From an optimization exercise on the open Yosys and OpenROAD flow, aimed at small area; shortcuts taken in it are not production practice. In this exercise RTL edits were held to simulation tests only and were not proved equivalent to the original. Power and IR drop assume default switching activity.

Design priority_command_queue_with_cancel, start of the top module:
module priority_command_queue_with_cancel #(
  parameter int MAX_COMMANDS   = 32,
  parameter int MAX_PRIORITIES = 8
) (
  input  logic        clk,
  input  logic        rst_n,
  input  logic        in_tvalid,
  output logic        in_tready,
  input  logic [15:0] in_tdata,    
  output logic        out_tvalid,
  input  logic        out_tready,
  output logic [15:0] out_tdata,   
  input  logic        cfg_valid,
  output logic        cfg_ready,
  input  logic [0:0]  cfg_index,
  input  logic [3:0]  cfg_data
);
==> flow/config.mk <==
export PLATFORM = sky130hd
export DESIGN_NAME = priority_command_queue_with_cancel
export DESIGN_NICKNAME = priority_command_queue_with_cancel
export VERILOG_FILES = /design/flow/design.v
export SDC_FILE = /design/flow/constraint.sdc
export NUM_CORES = 4
export LEC_CHECK = 0
export CAP_MARGIN = 20
export CORE_MARGIN = 2
export CORE_UTILIZATION = 40
export SLEW_MARGIN = 20
==> flow/constraint.sdc <==
create_clock -name core_clock -period 7.0 [get_ports {clk}]
set_input_delay 1.4000 -clock core_clock [delete_from_list [all_inputs] [get_ports {clk}]]
set_output_delay 1.4000 -clock core_clock [all_outputs]
set_load 0.01 [all_outputs]
standard.sh (not shown) runs the stock make flow with config.mk's settings and CLKGATE_MAP_FILE= SYNTH_SCRIPT=/design/flow/synth_recipe.tcl, a recipe that flattens the netlist after the stock synthesis.
==> flow/flow/run.sh <==
#!/bin/bash
# The standard layout with these changes:
# - after floorplanning the combinational logic is re-mapped for area and
#   unused tie cells are removed (flow/post_floorplan.tcl);
# - CTS inserts no dummy loads and uses small clusters of clkbuf_4;
# - ports are buffered with buf_1;
# - non-critical gates are downsized after global routing.
# make's output goes to make_finish.log; each step's log is under orfs/logs.
set -euo pipefail
here=$(pwd)
bash standard.sh \
  "POST_FLOORPLAN_TCL=$here/flow/post_floorplan.tcl" \
  'CTS_ARGS=-sink_clustering_enable -repair_clock_nets -dont_use_dummy_load -buf_list sky130_fd_sc_hd__clkbuf_4 -sink_clustering_size 12 -sink_clustering_max_diameter 45' \
  'BUFFER_PORTS_ARGS=-buffer_cell sky130_fd_sc_hd__buf_1' \
  RECOVER_POWER=100 \
  finish > make_finish.log 2>&1
==> flow/flow/post_floorplan.tcl <==
# Run after ORFS's floorplan step: re-map the combinational logic for area.
# Registers, ports and function stay the same. ABC gets a copy of the
# liberty file without the cells the platform marks don't-use.

# Writes a copy of liberty file lib to flib without the cells matching any
# pattern in patterns; returns how many cells it left out.
proc write_lib_without {lib flib patterns} {
  set in [open $lib r]
  set out [open $flib w]
  set skip 0
  set depth 0
  set dropped 0
  while {[gets $in line] >= 0} {
    if {!$skip && [regexp {^\s*cell\s*\(\s*"?([A-Za-z0-9_]+)"?\s*\)} $line -> name]} {
      foreach p $patterns {
        if {[string match $p $name]} {
          set skip 1
          set depth 0
          incr dropped
          break
        }
      }
    }
    if {$skip} {
      incr depth [expr {[regexp -all {\{} $line] - [regexp -all {\}} $line]}]
      if {$depth <= 0 && [regexp {\}} $line]} {
        set skip 0
      }
      continue
    }
    puts $out $line
  }
  close $in
  close $out
  return $dropped
}

# Removes tie cells whose output drives nothing, with their nets.
proc remove_unused_ties {} {
  set removed 0
  foreach inst [[ord::get_db_block] getInsts] {
    if {[[$inst getMaster] getName] ne [lindex $::env(TIELO_CELL_AND_PORT) 0]} {
      continue
    }
    set used 0
    set nets {}
    foreach it [$inst getITerms] {
      if {![$it isOutputSignal]} {
        continue
      }
      set net [$it getNet]
      if {$net eq "NULL"} {
        continue
      }
      if {[llength [$net getITerms]] > 1 || [llength [$net getBTerms]] > 0} {
        set used 1
      } else {
        lappend nets $net
      }
    }
    if {!$used} {
      odb::dbInst_destroy $inst
      foreach net $nets {
        odb::dbNet_destroy $net
      }
      incr removed
    }
  }
  return $removed
}

set rs_dir [file join $::env(OBJECTS_DIR) restructure]
file mkdir $rs_dir
set rs_lib [file join $rs_dir usable.lib]
puts "restructure: left out [write_lib_without [lindex $::env(LIB_FILES) 0] $rs_lib $::env(DONT_USE_CELLS)] don't-use cells"
report_design_area
restructure -target area \
  -liberty_file $rs_lib \
  -tielo_port [join $::env(TIELO_CELL_AND_PORT) /] \
  -tiehi_port [join $::env(TIEHI_CELL_AND_PORT) /] \
  -work_dir $rs_dir
report_design_area
puts "restructure: removed [remove_unused_ties] unused tie cells"
report_design_area
The first run ran to the end with no violations.
Rerun with:
--- a/flow/flow/run.sh
+++ b/flow/flow/run.sh
@@ -2,0 +3,3 @@
+# - synthesis is the standard flow's own (synth_recipe.tcl) except that ABC maps the
+#   combinational logic with flow/area.abc (flow/synth.tcl); registers come
+#   out as in the standard synthesis;
@@ -10,0 +14,2 @@
+export PCQ_FLOW_DIR="$here/flow"
+export PCQ_WORK_DIR="$here"
@@ -11,0 +17 @@
+  "SYNTH_SCRIPT=$here/flow/synth.tcl" \
==> flow/flow/area.abc (new file) <==
strash
&get -n
&deepsyn -T 30
&put
dch -f
map -a
topo
==> flow/flow/synth.tcl (new file) <==
# The standard synthesis (synth_recipe.tcl), except that ABC maps the
# combinational logic with flow/area.abc, a script aimed at area. Registers are
# mapped before ABC runs, so they come out as in the standard synthesis.
set ::area_abc_script [file join $::env(PCQ_FLOW_DIR) area.abc]
proc abc {args} {
  set i [lsearch -exact $args -script]
  if {$i >= 0} {
    lset args [expr {$i + 1}] $::area_abc_script
  }
  yosys abc {*}$args
}
source [file join $::env(PCQ_WORK_DIR) synth_recipe.tcl]
Result: Design area shrinks by 1.7%. Synthesized area shrinks by 6.5%. Clock-buffer cell count does not change. Worst setup slack improves by 1.0 ns. Combinational power grows by about 4%. Utilization grows by 1.6 points. Power barely changes. Sequential share of layout area grows by 1.2 points. Hold slack degrades by 0.0046 ns. Critical path depth shrinks by 1.
Rerun with:
==> flow/flow/run.sh (replaced) <==
#!/bin/bash
# Standard layout with these changes: the combinational logic is re-mapped for
# area after floorplanning (flow/post_floorplan.tcl), CTS inserts no dummy loads
# and uses small clusters of clkbuf_4, ports are buffered with buf_1, and
# non-critical gates are downsized after global routing.
set -euo pipefail
here=$(pwd)
bash standard.sh \
  "POST_FLOORPLAN_TCL=$here/flow/post_floorplan.tcl" \
  'CTS_ARGS=-sink_clustering_enable -repair_clock_nets -dont_use_dummy_load -buf_list sky130_fd_sc_hd__clkbuf_4 -sink_clustering_size 12 -sink_clustering_max_diameter 45' \
  'BUFFER_PORTS_ARGS=-buffer_cell sky130_fd_sc_hd__buf_1' \
  RECOVER_POWER=100 \
  finish > make_finish.log 2>&1
--- a/flow/flow/post_floorplan.tcl
+++ b/flow/flow/post_floorplan.tcl
@@ -38,34 +37,0 @@
-# Removes tie cells whose output drives nothing, with their nets.
-proc remove_unused_ties {} {
-  set removed 0
-  foreach inst [[ord::get_db_block] getInsts] {
-    if {[[$inst getMaster] getName] ne [lindex $::env(TIELO_CELL_AND_PORT) 0]} {
-      continue
-    }
-    set used 0
-    set nets {}
-    foreach it [$inst getITerms] {
-      if {![$it isOutputSignal]} {
-        continue
-      }
-      set net [$it getNet]
-      if {$net eq "NULL"} {
-        continue
-      }
-      if {[llength [$net getITerms]] > 1 || [llength [$net getBTerms]] > 0} {
-        set used 1
-      } else {
-        lappend nets $net
-      }
-    }
-    if {!$used} {
-      odb::dbInst_destroy $inst
-      foreach net $nets {
-        odb::dbNet_destroy $net
-      }
-      incr removed
-    }
-  }
-  return $removed
-}
-
@@ -83,2 +48,0 @@
-puts "restructure: removed [remove_unused_ties] unused tie cells"
-report_design_area
removed: flow/flow/area.abc
removed: flow/flow/synth.tcl
=> The new run ran to the end with no violations. Sequential share of layout area came out lower by 1.4 points. First-iteration DRC count came out lower by 37%. Non-clock buffer count came out lower by 2. Via count came out higher by 5.5%. Hold slack loses 0.0046 ns. Die area came out higher by 6.8%. Routed wire length came out higher by 11%. Flip-flop and latch count stays the same. Setup slack loses 0.97 ns. Fmax came out lower by 19%.

* * *

priority_command_queue_with_cancel, a different RTL version from the one above (not shown whole).
Size: ~580 cells after synthesis, roughly 270 flip-flops, about 45 I/O pins, about 7200 µm² of cells after synthesis.
Settings: LEC_CHECK=0, CAP_MARGIN=20, CORE_MARGIN=2, CORE_UTILIZATION=60, SLEW_MARGIN=20; clock period 7.0 ns.
==> flow/flow/run.sh <==
#!/bin/bash
# The standard layout with these changes:
# - synthesis is the standard flow's own (synth_recipe.tcl) except that ABC maps the
#   combinational logic with flow/area.abc (flow/synth.tcl); registers come
#   out as in the standard synthesis;
# - after floorplanning the combinational logic is re-mapped for area and
#   unused tie cells are removed (flow/post_floorplan.tcl);
# - CTS inserts no dummy loads and uses small clusters of clkbuf_4;
# - ports are buffered with buf_1;
# - non-critical gates are downsized after global routing.
# make's output goes to make_finish.log; each step's log is under orfs/logs.
set -euo pipefail
here=$(pwd)
export PCQ_FLOW_DIR="$here/flow"
export PCQ_WORK_DIR="$here"
bash standard.sh \
  "SYNTH_SCRIPT=$here/flow/synth.tcl" \
  "POST_FLOORPLAN_TCL=$here/flow/post_floorplan.tcl" \
  'CTS_ARGS=-sink_clustering_enable -repair_clock_nets -dont_use_dummy_load -buf_list sky130_fd_sc_hd__clkbuf_4 -sink_clustering_size 12 -sink_clustering_max_diameter 45' \
  'BUFFER_PORTS_ARGS=-buffer_cell sky130_fd_sc_hd__buf_1' \
  RECOVER_POWER=100 \
  finish > make_finish.log 2>&1
Other scripts of this flow, unchanged in this note and not shown: flow/flow/area.abc, flow/flow/post_floorplan.tcl, flow/flow/synth.tcl
The baseline finished clean.
Next try:
--- a/flow/flow/run.sh
+++ b/flow/flow/run.sh
@@ -18,3 +18,3 @@
   "POST_FLOORPLAN_TCL=$here/flow/post_floorplan.tcl" \
-  'CTS_ARGS=-sink_clustering_enable -repair_clock_nets -dont_use_dummy_load -buf_list sky130_fd_sc_hd__clkbuf_4 -sink_clustering_size 12 -sink_clustering_max_diameter 45' \
+  'CTS_ARGS=-sink_clustering_enable -repair_clock_nets -dont_use_dummy_load -buf_list {sky130_fd_sc_hd__clkbuf_2 sky130_fd_sc_hd__clkbuf_4} -sink_clustering_size 12 -sink_clustering_max_diameter 45' \
   'BUFFER_PORTS_ARGS=-buffer_cell sky130_fd_sc_hd__buf_1' \
--- a/flow/config.mk
+++ b/flow/config.mk
@@ -9,3 +9,3 @@
 export CORE_MARGIN = 2
-export CORE_UTILIZATION = 60
+export CORE_UTILIZATION = 40
 export SLEW_MARGIN = 20
After rerunning: Global-route usage went down by 4.7 points. Non-clock buffer count is unchanged. Setup slack gains 0.026 ns. Cell area climbs slightly. Routed wire length goes up by a little under a tenth. Hold slack loses 0.047 ns.

static timing again, ports no longer ideal:
In the flow no input, the clock included, has a driving cell. The finished layouts below were timed again as built, in two steps. Step 1, drivers: a clkbuf_16 drives clk and a buf_2 each remaining input, both assumed. Step 2 times the ports against the registers' clock, not the clock port: input delays grow and output delays shrink by t, the midpoint of the rising clock arrivals with the driver on. Three values: ideal ports, drivers, drivers and shift; two values: the first two.
run	t (ns)	slack for setup (ns)	latest minus earliest clock arrival (ns)	worst data-port slew with drivers (ns)	pins driven straight from the clock port
the first run of note 1	0.627	1.982 / 1.947 / 2.574	0.067 / 0.067	0.04	1
the second run of note 1	0.644	3.007 / 2.971 / 3.311	0.078 / 0.078	0.04	1
the third run of note 1	0.645	2.040 / 2.006 / 2.651	0.055 / 0.056	0.05	1
the first run of note 2	0.625	2.590 / 2.557 / 3.182	0.041 / 0.041	0.03	1
the second run of note 2	0.638	2.616 / 2.580 / 3.218	0.124 / 0.124	0.04	1
After both steps every run listed still meets setup and hold.
